Source: an optimization exercise on an open RTL-to-GDS flow (aim: small area, a short achievable clock period and few clock cycles per item). Production flows keep margins and buffers that such runs may drop.
Only simulation tests tie the RTL to the original design; equivalence was not proved.
The clock port is modelled as an ideal driver; clocking choices that lean on that would not hold on a real chip.

==> flow/design.v (outline; a module is shown in full before it is edited, if it fits) <==
// module csa_3to2: 14 lines
// module pp_accumulator: 1776 lines
module pp_accumulator #(
   parameter int N = pp_pkg::N_DEF,
   parameter int K = pp_pkg::K_DEF
) (
   input  logic           clk,
   input  logic           rst,
   input  logic           in_valid,
   output logic           in_ready,
   input  logic [N*2*N-1:0] in_pp,
   output logic           out_valid,
   input  logic           out_ready,
   output logic [2*N-1:0] out_product
);
  // ...
==> flow/flow/run.sh <==
#!/bin/bash
# Own layout flow: the standard ORFS flow with these changes.
#  - Yosys's generic synth skips its early "abc -fast" pass (SYNTH_ARGS=-noabc) so the
#    3:2 counters of the adder tree reach extract_fa as written and map to full-adder
#    cells without polarity inverters between them. Registers are unchanged.
#  - Ports are buffered with sky130_fd_sc_hd__buf_1 instead of the default delay buffer.
#  - After clock tree synthesis, flow/skew.tcl delays the output register's clock
#    (useful skew for the register-to-register paths into it).
set -euo pipefail
here=$(pwd)
bash standard.sh SYNTH_ARGS=-noabc "BUFFER_PORTS_ARGS=-buffer_cell sky130_fd_sc_hd__buf_1" \
  "POST_CTS_TCL=$here/flow/skew.tcl" "SKEW_BUFS=sky130_fd_sc_hd__clkdlybuf4s50_1 sky130_fd_sc_hd__clkbuf_2 sky130_fd_sc_hd__clkbuf_8" \
  finish > flow_make.log 2>&1
==> flow/flow/skew.tcl <==
# Sourced by ORFS's cts.tcl after clock tree synthesis (POST_CTS_TCL).
# Gives the output register (out_product) a later clock than the rest of the
# design, by SKEW_BUFS clock buffers in series in front of its clock pins on
# each clock-tree leaf net that reaches it. This only helps the paths between
# the pipeline register and the output register; the output register's paths
# to the outputs get correspondingly less slack.
set skew_cells [expr {[info exists ::env(SKEW_BUFS)] ? $::env(SKEW_BUFS) : "sky130_fd_sc_hd__clkbuf_2"}]
set groups [dict create]
foreach c [get_cells out_product*] {
  set pin [get_pins -of_objects $c -filter "lib_pin_name==CLK"]
  set net [get_nets -of_objects $pin]
  dict lappend groups [get_full_name $net] $pin
}
set k 0
dict for {n pins} $groups {
  set net [get_nets $n]
  foreach cell $skew_cells {
    set newnet "skew_net_$k"
    insert_buffer -buffer_cell $cell -net $net -load_pins $pins -buffer_name "skew_buf_$k" -net_name $newnet
    set net [get_nets $newnet]
    incr k
  }
}
puts "skew: inserted $k clock buffers on [dict size $groups] leaf nets"
detailed_placement
check_placement -verbose
estimate_parasitics -placement
report_clock_skew
report_checks -path_delay max -group_path_count 1
==> flow/standard.sh <==
#!/bin/bash
# synth_recipe.tcl (not shown) runs the flow's synth.tcl, then flattens the netlist and writes it again
# the make line also repeats each setting of config.mk as NAME=value (left out here)
make -C /OpenROAD-flow-scripts/flow DESIGN_CONFIG=/design/flow/config.mk WORK_HOME=/design/flow/orfs CLKGATE_MAP_FILE= SYNTH_SCRIPT=/design/flow/synth_recipe.tcl "${@:-finish}"
==> flow/config.mk <==
export PLATFORM = sky130hd
export DESIGN_NAME = pp_accumulator
export DESIGN_NICKNAME = pp_accumulator
export VERILOG_FILES = /design/flow/design.v
export SDC_FILE = /design/flow/constraint.sdc
export NUM_CORES = 4
export LEC_CHECK = 0
export CAP_MARGIN = 20
export CORE_MARGIN = 2
export CORE_UTILIZATION = 60
export PLACE_DENSITY = 0.75
export SLEW_MARGIN = 20
==> flow/constraint.sdc <==
create_clock -name core_clock -period 5.0 [get_ports {clk}]
set_input_delay 1.0000 -clock core_clock [delete_from_list [all_inputs] [get_ports {clk}]]
set_output_delay 1.0000 -clock core_clock [all_outputs]
set_load 0.01 [all_outputs]
==> qor.yml, run 1 <==
placement.cell_area_sq_um: 17900
final_max_slew_viol_count: 0
worstHoldEndpoint: "out_product[0]"
fraction_of_the_cycle_the_final_worst_path_needs_pct: 62.1
period_minus_slack_ns: 3.11
layout.cells.most_common: "sky130_fd_sc_hd__buf_1"
commonest_register_cell_after_synthesis: "sky130_fd_sc_hd__edfxtp_1"
cpMostUsedCell: "sky130_fd_sc_hd__fa_1"
clock_sinks: 162
well_tap_count: 330
global_route.usage.met1_pct: 32.3
timing.hold.worst.class: "reg -> reg"
run_status: "finished clean"
vias: 9636
synth.top_cells.by_count: "421 x sky130_fd_sc_hd__fa_1, 160 x sky130_fd_sc_hd__edfxtp_1, 39 x sky130_fd_sc_hd__ha_1, 38 x sky130_fd_sc_hd__xnor2_1, 26 x sky130_fd_sc_hd__nand2_1"
cts_tree: "done"
dieWidth_microns: 164
antenna_cells: 2
maxUsedRoutingLayer: "met4"
fillerInstances: 1651
synth_area_sq_um: 15400
floorplan.core_area_sq_um: 25300
route.met2.wl_mm: 20.1
synthMuxAreaShare_pct: 0.0648
yosysTopAreaCellShare_pct: 54.6
die_height_microns: 164
stdcell_count: 1809
drt-initial-drc-count: 413
grt_util_met2_pct: 50.8
detail-route-antenna-nets: 0
cell_with_the_most_instances_after_synthesis: "sky130_fd_sc_hd__fa_1"
largest_register_ff_count: 128
met3WireLength_mm: 2.63
antenna_found_initial: 2
logic_inverters: 5
vias_per_cell: 5.33
synth_xor_area_share_pct: 3.23
count_of_standard_cell_rows: 58
Testbench counts, summed over its fixed seeds: cycles 1,616, items 1,600.
==> inputs of run 2 (changes only) <==
--- a/flow/config.mk
+++ b/flow/config.mk
@@ -7,6 +7,6 @@
 export LEC_CHECK = 0
 export CAP_MARGIN = 20
 export CORE_MARGIN = 2
-export CORE_UTILIZATION = 60
-export PLACE_DENSITY = 0.75
+export CORE_UTILIZATION = 65
+export PLACE_DENSITY = 0.8
 export SLEW_MARGIN = 20
==> run 2 against run 1 <==
Net effect: still clean; wire length up 7.3%; design area about the same; via count up 3.2%; setup slack worse by 0.045 ns; worst hold slack worse by 0.053 ns; area after synthesis unchanged; maximum frequency down 1.4%; register-to-register slack better by 0.04 ns; sequential cell count unchanged; largest cell class unchanged.
==> qor.yml, run 2 <==
run_status: "finished clean"
stdcell_count: 1801  # -0.44%
critPathCaptureType: "flop"
synth_area_sq_um: 15400  # unchanged
maxSlewHeadroom_pct: 37.8
synthDistinctLibCells: 55
cpMostUsedCell: "sky130_fd_sc_hd__fa_1"
synth.avg_cell_area_sq_um: 17.7
crit_path_max_fanout: 1
final_design_area_excluding_fillers_sq_um: 18800
reg2regPathDepth: 10
yosysSeqAreaShare_pct: 31.4
rsz0062_at_grt: "false"
max_flop_register: "s1_q"
cell_family_with_most_cp_delay: "adder cells"
synth_top_area_cell: "sky130_fd_sc_hd__fa_1"
maxCapViolCount: 0
start_util_pct: 66.0
globalRouteTotalUtil_pct: 32.6
synth-edff-count: 160
fin_util_pct: 80.2
synth_async_sr_flop_share_pct: 1.23
synth.top_cells.by_count: "421 x sky130_fd_sc_hd__fa_1, 160 x sky130_fd_sc_hd__edfxtp_1, 39 x sky130_fd_sc_hd__ha_1, 38 x sky130_fd_sc_hd__xnor2_1, 26 x sky130_fd_sc_hd__nand2_1"
most_utilized_layer_in_the_global_route_result: "met2"
dpl.cell_count: 1734
syn_warnings: 1
worstPathArrival_ns: 3.32
final_max_slew_viol_count: 0  # unchanged
timing.hold.worst.class: "reg -> reg"
die-area_sq_um: 25000
timing.rr.start: "s1_q[4]"
mappedNetlistNets: 1848
yosys-top-cells-area: "sky130_fd_sc_hd__fa_1 55%, sky130_fd_sc_hd__edfxtp_1 31%, sky130_fd_sc_hd__ha_1 3.2%, sky130_fd_sc_hd__xnor2_1 2.2%, sky130_fd_sc_hd__xor2_1 1.1%"
period_minus_slack_ns: 3.15  # +0.0446 ns
layout_common_cells: "549 x sky130_fd_sc_hd__buf_1, 421 x sky130_fd_sc_hd__fa_1, 160 x sky130_fd_sc_hd__edfxtp_1"
dieWidth_microns: 158  # -3.8%
routabilityCongestion: 0.934
critPathLaunchType: "input port"
cp.required_ns: 5.17
ioPinCount: 550
grt_max_degree: 68
drt_pre_antenna_iters: 5
commonest_register_cell_after_synthesis: "sky130_fd_sc_hd__edfxtp_1"
count_of_standard_cell_rows: 56  # -3.4%
clk_latency_ns: 1.18
slew_worst_pin_ns: 0.932
clock.fmax_ghz: 0.317
worstPathCellList: "buf_1, fa_1, fa_1, fa_1, fa_1"
cts.reportedPaths.clkPinSlew_ns: 0.07
largest_register_ff_count: 128  # unchanged
cell_with_the_most_instances_after_synthesis: "sky130_fd_sc_hd__fa_1"
floorplan.core_area_sq_um: 23400  # -7.3%
rr_endpoint: "out_product[24]"
global_route.usage.met1_pct: 39.2  # +6.8 points
die_height_microns: 158  # -3.8%
area.growth.synth_to_final_pct: 21.6
detailed_place_hpwl_mm: 33.4
drc: 0
worstHoldEndpoint: "out_product[0]"
critPathBufInv: 1
grt_util_met2_pct: 56.2  # +5.5 points
routed_wire_length_per_instance_microns: 21.7
yosysTopAreaCellShare_pct: 54.6  # unchanged
fin_setup_tns_ns: 0
vias_per_cell: 5.52  # +3.7%
first_global_vias: 11200
drt-initial-drc-count: 616  # +49%
largestRegisters: "s1_q (128), out_product (32)"
timing.hold.worst.start: "s1_q[3]"
critical_path_class: "in -> reg"
slowest_delay_ns: 0.68
cts_tree: "done"
yosys_register_bits: 162
fillerInstances: 1299  # -21%
layout.cells.most_common: "sky130_fd_sc_hd__buf_1"
reg2reg_slack_ns: 2.00
antenna_found_initial: 6  # +4
vias: 9945  # +3.2%
final_skew_ns: 0.769
drt_wl_total_mm: 39.1
clock_sinks: 162  # unchanged
syn_inst_count: 872
layout-drive-gt1-share_pct: 4.14
hold_viol_final: 0
placement.cell_area_sq_um: 17900  # about the same
detail-route-antenna-nets: 0  # unchanged
use_met3_pct: 6.87
global_route_wire_length_before_repair_mm: 58.5
globalRoute.totalOverflow: 0
port_buffers: 549
hold_path_depth: 2
setup_violations: 0
fraction_of_the_cycle_the_final_worst_path_needs_pct: 63.0  # +0.89 points
nets: 2437
timing.critical_path.slowest_stage_cell: "sky130_fd_sc_hd__fa_1"
==> run 2: cell counts after synthesis <==
No cell type changed its count.
==> run 2: area by class of cell, without the clock buffers <==
type	count	area [sq um]	area share, %
multi-input cells	697	10500	56.1
flip-flops and latches	162	4850	25.9
repair buffers	551	2090	11.1
well taps	319	399	2.13
clock inverters	11	129	0.687
diodes	8	20.0	0.107
inverters	5	18.8	0.100
==> run 2: per-stage QoR <==
stage | hold WS (ns) | setup slack (ns)
floorplan | 0.457 | 0.587
global placement | 0.530 | 1.35
detailed placement | 0.546 | 1.34
global route | 0.0535 | 1.79
finish | 0.0335 | 1.85
==> run 2: routing by layer <==
layer	vias to the layer above	share of wire (%)	wire [microns]
li1	4193	-	-
met1	5136	33	13000
met2	500	55	21400
met3	114	7.2	2830
met4	2	4.6	1800
met5	-	0.026	10
==> run 2: worst max path at each step <==
stage                    start               to  slack (ns)  depth (start not counted)
floorplan            out_ready          s1_q[0]        0.59                          2
global placement      s1_q[68]  out_product[29]        1.35                         10
detailed placement     s1_q[4]  out_product[24]        1.34                         10
global route        in_pp[112]         s1_q[64]        1.79                          5
finish              in_pp[112]         s1_q[64]        1.85                          5
==> run 2: worst min-delay path, stage by stage, from the launching register on <==
cell and delay (ns):
sky130_fd_sc_hd__edfxtp_1 0.34, sky130_fd_sc_hd__ha_1 0.14, sky130_fd_sc_hd__ha_1 0.13
==> run 2: logic make-up after synthesis <==
logic type,after synthesis,share of synthesized area [%]
DFF,162,31.4
xor gates and xnor gates,57,3.23
muxes,1,0.0648
AOI/OAI and AO/OA,97,4.53
adders and majority gates,460,57.7
and+or+nand+nor,82,2.59
buffers and inverters,13,0.413
==> inputs of run 3 (changes only) <==
--- a/flow/flow/run.sh
+++ b/flow/flow/run.sh
@@ -9,5 +9,5 @@
 set -euo pipefail
 here=$(pwd)
 bash standard.sh SYNTH_ARGS=-noabc "BUFFER_PORTS_ARGS=-buffer_cell sky130_fd_sc_hd__buf_1" \
-  "POST_CTS_TCL=$here/flow/skew.tcl" "SKEW_BUFS=sky130_fd_sc_hd__clkdlybuf4s50_1 sky130_fd_sc_hd__clkbuf_2 sky130_fd_sc_hd__clkbuf_8" \
+  "POST_CTS_TCL=$here/flow/skew.tcl" "SKEW_BUFS=sky130_fd_sc_hd__clkdlybuf4s50_1 sky130_fd_sc_hd__clkbuf_8" \
   finish > flow_make.log 2>&1
--- a/flow/flow/skew.tcl
+++ b/flow/flow/skew.tcl
@@ -1,12 +1,12 @@
 # Sourced by ORFS's cts.tcl after clock tree synthesis (POST_CTS_TCL).
-# Gives the output register (out_product) a later clock than the rest of the
+# Gives the output register (out_product, and the skid register behind it) a later clock than the rest of the
 # design, by SKEW_BUFS clock buffers in series in front of its clock pins on
 # each clock-tree leaf net that reaches it. This only helps the paths between
 # the pipeline register and the output register; the output register's paths
 # to the outputs get correspondingly less slack.
 set skew_cells [expr {[info exists ::env(SKEW_BUFS)] ? $::env(SKEW_BUFS) : "sky130_fd_sc_hd__clkbuf_2"}]
 set groups [dict create]
-foreach c [get_cells out_product*] {
+foreach c [concat [get_cells out_product*] [get_cells -quiet skid*]] {
   set pin [get_pins -of_objects $c -filter "lib_pin_name==CLK"]
   set net [get_nets -of_objects $pin]
   dict lappend groups [get_full_name $net] $pin
--- a/flow/config.mk
+++ b/flow/config.mk
@@ -7,6 +7,7 @@
 export LEC_CHECK = 0
 export CAP_MARGIN = 20
 export CORE_MARGIN = 2
-export CORE_UTILIZATION = 65
-export PLACE_DENSITY = 0.8
+export CORE_UTILIZATION = 60
+export CTS_BUF_LIST = sky130_fd_sc_hd__clkbuf_8
+export PLACE_DENSITY = 0.75
 export SLEW_MARGIN = 20
==> run 3 against run 2 <==
Net effect: global-route usage shrank 4.5 points; design area shrank 1.3%; wire length shrank 8.2%; via count shrank 4.0%; first-iteration DRC count shrank 40%; synthesized cell count is the same; register-to-register slack lost 0.13 ns; sequential cell count is the same; clock skew shrank 0.097 ns; maximum frequency grew 0.62%; core utilization shrank 6.8 points.
==> qor.yml, run 3 <==
period_minus_slack_ns: 3.13  # -0.0194 ns
yosysTopAreaCellShare_pct: 54.6  # unchanged
slew_worst_pin_ns: 0.966  # +0.0335 ns
synth_area_sq_um: 15400  # unchanged
drt-initial-drc-count: 370  # -40%
timing.hold.worst.start: "s1_q[1]"
cts_tree: "done"
grt_util_met2_pct: 51.0  # -5.2 points
vias_per_cell: 5.31  # -3.9%
synth-edff-count: 160  # unchanged
dieWidth_microns: 164  # +4.0%
largestRegisters: "s1_q (128), out_product (32)"
drc: 0  # unchanged
ioPinCount: 550  # unchanged
use_met3_pct: 6.30  # -0.57 points
setup_violations: 0  # unchanged
most_utilized_layer_in_the_global_route_result: "met2"
synth.top_cells.by_count: "421 x sky130_fd_sc_hd__fa_1, 160 x sky130_fd_sc_hd__edfxtp_1, 39 x sky130_fd_sc_hd__ha_1, 38 x sky130_fd_sc_hd__xnor2_1, 26 x sky130_fd_sc_hd__nand2_1"
globalRoute.totalOverflow: 0  # unchanged
critPathLaunchType: "flop"
synth.avg_cell_area_sq_um: 17.7  # unchanged
layout.cells.most_common: "sky130_fd_sc_hd__buf_1"
area.growth.synth_to_final_pct: 20.0
layout_common_cells: "549 x sky130_fd_sc_hd__buf_1, 421 x sky130_fd_sc_hd__fa_1, 160 x sky130_fd_sc_hd__edfxtp_1"
cts.reportedPaths.clkPinSlew_ns: 0.08  # about the same
syn_inst_count: 872  # unchanged
clock.fmax_ghz: 0.319  # +0.62%
rsz0062_at_grt: "false"
count_of_standard_cell_rows: 58  # +3.6%
multi_input_comb_area_sq_um: 10500  # unchanged
global_route.usage.met1_pct: 32.2  # -6.9 points
worstPathArrival_ns: 3.95  # +0.63 ns
critPathCaptureType: "flop"
yosysSeqAreaShare_pct: 31.4  # unchanged
timing.hold.worst.class: "reg -> reg"
synthDistinctLibCells: 55  # unchanged
largest_register_ff_count: 128  # unchanged
vias: 9547  # -4.0%
detailed_place_hpwl_mm: 32.2  # -3.6%
detail-route-antenna-nets: 0  # unchanged
clock_sinks: 162  # unchanged
cp.required_ns: 5.82  # +0.65 ns
routabilityCongestion: 0.893  # -4.4%
floorplan.core_area_sq_um: 25300  # +7.9%
globalRouteTotalUtil_pct: 28.1  # -4.5 points
maxCapViolCount: 0  # unchanged
mappedNetlistNets: 1848  # unchanged
commonest_register_cell_after_synthesis: "sky130_fd_sc_hd__edfxtp_1"
dp_worst_setup_slack_ns: 1.28  # -0.0624 ns
first_global_vias: 11100  # -1.4%
layout-drive-gt1-share_pct: 3.34  # -0.80 points
max_flop_register: "s1_q"
die_height_microns: 164  # +4.0%
timing.rr.start: "s1_q[4]"
maxSlewHeadroom_pct: 35.6  # -2.2 points
routed_wire_length_per_instance_microns: 19.9  # -8.1%
fillerInstances: 1684  # +30%
final_skew_ns: 0.672  # -0.0966 ns
yosys_register_bits: 162  # unchanged
fraction_of_the_cycle_the_final_worst_path_needs_pct: 62.6  # -0.39 points
drt_pre_antenna_iters: 5  # unchanged
cp-startpoint: "s1_q[4]"
syn_warnings: 1  # unchanged
start_util_pct: 61.2  # -4.8 points
hold_viol_final: 0  # unchanged
clk_latency_ns: 1.10  # -0.08 ns
cell_with_the_most_instances_after_synthesis: "sky130_fd_sc_hd__fa_1"
synth_async_sr_flop_share_pct: 1.23  # unchanged
yosys-top-cells-area: "sky130_fd_sc_hd__fa_1 55%, sky130_fd_sc_hd__edfxtp_1 31%, sky130_fd_sc_hd__ha_1 3.2%, sky130_fd_sc_hd__xnor2_1 2.2%, sky130_fd_sc_hd__xor2_1 1.1%"
global_route_wire_length_before_repair_mm: 54.9  # -6.2%
crit_path_max_fanout: 3  # +2
layout.area.seq_sq_um: 4850  # unchanged
critical_path_class: "reg -> reg"
synth_top_area_cell: "sky130_fd_sc_hd__fa_1"
run_status: "finished clean"
port_buffers: 549  # unchanged
nets: 2430  # -0.29%
final_max_slew_viol_count: 0  # unchanged
grt_max_degree: 73  # +7.4%
drt_wl_total_mm: 35.9  # -8.2%
worst_slack_ns: 1.87  # +0.0194 ns
antenna_found_initial: 2  # -4
fin_setup_tns_ns: 0  # unchanged
die-area_sq_um: 27000  # +8.1%
-- run 3: cell count changes in the layout (fill, tap and decap cells not counted), sizes merged --
cell,delta
bufinv,+1
clkbuf,-12
clkdlybuf4s50,+1
clkinv,-1
diode,-6
inv,+4
-- run 3: layout make-up, without the clock buffers --
type                       instances  share of cell area [%]
timing repair buffer             551                    11.2
sequential                       162                    26.2
clock inverter                    15                   0.891
tap                              330                    2.23
multi-input combinational        697                    56.8
inverter                           5                   0.101
antenna                            2                  0.0270
-- run 3: cell families after synthesis --
group / after synthesis / synth area share [%]
buf+inv: 13 / 0.413
compound gates: 97 / 4.53
mux: 1 / 0.0648
simple gates: 82 / 2.59
xor+xnor: 57 / 3.23
flops: 162 / 31.4
fa+ha+maj: 460 / 57.7
-- run 3: layer usage --
metal	share of wire (%)	wire, microns
met5	0	0
met4	4.0	1430
met3	6.8	2430
met2	56	20000
met1	33	12000
-- run 3: final timing paths --
kind / to / slack (ns) / depth (start not counted)
min in group asynchronous: out_valid / 0.37 / 2
min reg2reg: out_product[0] / 0.10 / 2
max: out_product[30] / 1.87 / 10
min: out_product[0] / 0.10 / 2
max in group asynchronous: v / 4.51 / 2
max reg2reg: out_product[30] / 1.87 / 10
-- run 3: critical path: stages, from the launching register on --
cell and delay [ns]:
sky130_fd_sc_hd__edfxtp_1 0.41, sky130_fd_sc_hd__fa_1 0.57, sky130_fd_sc_hd__fa_1 0.47, sky130_fd_sc_hd__fa_1 0.46
sky130_fd_sc_hd__a211oi_1 0.27, sky130_fd_sc_hd__o21bai_1 0.17, sky130_fd_sc_hd__a21oi_1 0.32, sky130_fd_sc_hd__a2bb2oi_1 0.37
sky130_fd_sc_hd__o211a_1 0.25, sky130_fd_sc_hd__o21ai_2 0.07, sky130_fd_sc_hd__xor2_1 0.14
-- run 3: metrics by stage --
step           hold WS [ns]  cell area, sq um  std cells  utilization, %
3_5_place_dp          0.548             17900       1745            70.9
5_1_grt               0.105             18500       1798            73.4
2_1_floorplan         0.457             15400        872               -
6_report              0.105             18500       1799            73.4
3_3_place_gp          0.528             17900       1745            70.9
==> inputs of run 4 (changes only) <==
--- a/flow/config.mk
+++ b/flow/config.mk
@@ -7,7 +7,6 @@
 export LEC_CHECK = 0
 export CAP_MARGIN = 20
 export CORE_MARGIN = 2
-export CORE_UTILIZATION = 60
-export CTS_BUF_LIST = sky130_fd_sc_hd__clkbuf_8
-export PLACE_DENSITY = 0.75
+export CORE_UTILIZATION = 70
+export PLACE_DENSITY = 0.85
 export SLEW_MARGIN = 20
==> run 4 against run 3 <==
Net effect: the flow now stops in I/O pin placement; synthesized cell count did not move; area after synthesis is the same.
==> qor.yml, run 4 <==
tool.error: "[ERROR PPL-0024] Number of IO pins (550) exceeds maximum number of available positions (544). Increase the die perimeter from 610.14um to 748.00um."
cell_with_the_most_instances_after_synthesis: "sky130_fd_sc_hd__fa_1"
synth.avg_cell_area_sq_um: 17.7  # unchanged
die_height_microns: 153  # -7.2%
synth_async_sr_flop_share_pct: 1.23  # unchanged
count_of_standard_cell_rows: 54  # -6.9%
synth_compound_area_share_pct: 4.53  # unchanged
synth_top_area_cell: "sky130_fd_sc_hd__fa_1"
synth-adder-area-share_pct: 57.7  # unchanged
synthMuxAreaShare_pct: 0.0648  # unchanged
yosys-top-cells-area: "sky130_fd_sc_hd__fa_1 55%, sky130_fd_sc_hd__edfxtp_1 31%, sky130_fd_sc_hd__ha_1 3.2%, sky130_fd_sc_hd__xnor2_1 2.2%, sky130_fd_sc_hd__xor2_1 1.1%"
yosysTopAreaCellShare_pct: 54.6  # unchanged
dieWidth_microns: 153  # -7.2%
syn_warnings: 1  # unchanged
commonest_register_cell_after_synthesis: "sky130_fd_sc_hd__edfxtp_1"
combinational_family_with_the_most_area_after_synthesis: "adder cells"
syn_inst_count: 872  # unchanged
synth_area_sq_um: 15400  # unchanged
synth-edff-count: 160  # unchanged
yosysSeqAreaShare_pct: 31.4  # unchanged
run_status: "stopped before the end"
synth-simple-area-share_pct: 2.59  # unchanged
yosys_register_bits: 162  # unchanged
start_util_pct: 71.0  # +9.8 points
synth_xor_area_share_pct: 3.23  # unchanged
synth.top_cells.by_count: "421 x sky130_fd_sc_hd__fa_1, 160 x sky130_fd_sc_hd__edfxtp_1, 39 x sky130_fd_sc_hd__ha_1, 38 x sky130_fd_sc_hd__xnor2_1, 26 x sky130_fd_sc_hd__nand2_1"
mappedNetlistNets: 1848  # unchanged
haltStage: "I/O pin placement"
synthDistinctLibCells: 55  # unchanged
-- run 4: cell counts after synthesis --
Identical to the previous run, type by type.
-- run 4: cell families after synthesis --
logic type / Yosys count
mux: 1
xor+xnor: 57
fa+ha+maj: 460
flops: 162
buf+inv: 13
simple gates: 82
compound gates: 97

separate check: timing with driven ports:
Ports are ideal in the flow. The routed layouts listed here were re-timed in OpenROAD. Step 1, drivers: a clkbuf_16 drives clk and a buf_2 each remaining input, both assumed. Step 2, shift: input delay + t, output delay - t, t = (earliest + latest rising clock arrival at the registers) / 2. This alone moves slack from input paths to output paths. a / b / c = ideal / step 1 / step 2; a / b = the first two.
run	t, ns	setup slack, ns	worst setup path after step 2	clock arrival spread, ns
run 1	0.855	1.894 / 1.925 / 1.069	input to register	0.799 / 0.799
run 2	0.837	1.850 / 1.867 / 1.030	input to register	0.769 / 0.769
run 3	0.812	1.869 / 1.869 / 1.159	input to register	0.672 / 0.672
In every run listed the clock reaches the registers at very different times; t lies between them, and the last value is a rough guide only. For run 1, which loses most, drivers alone change the setup slack by +0.031 ns; drivers and shift together by -0.825 ns.
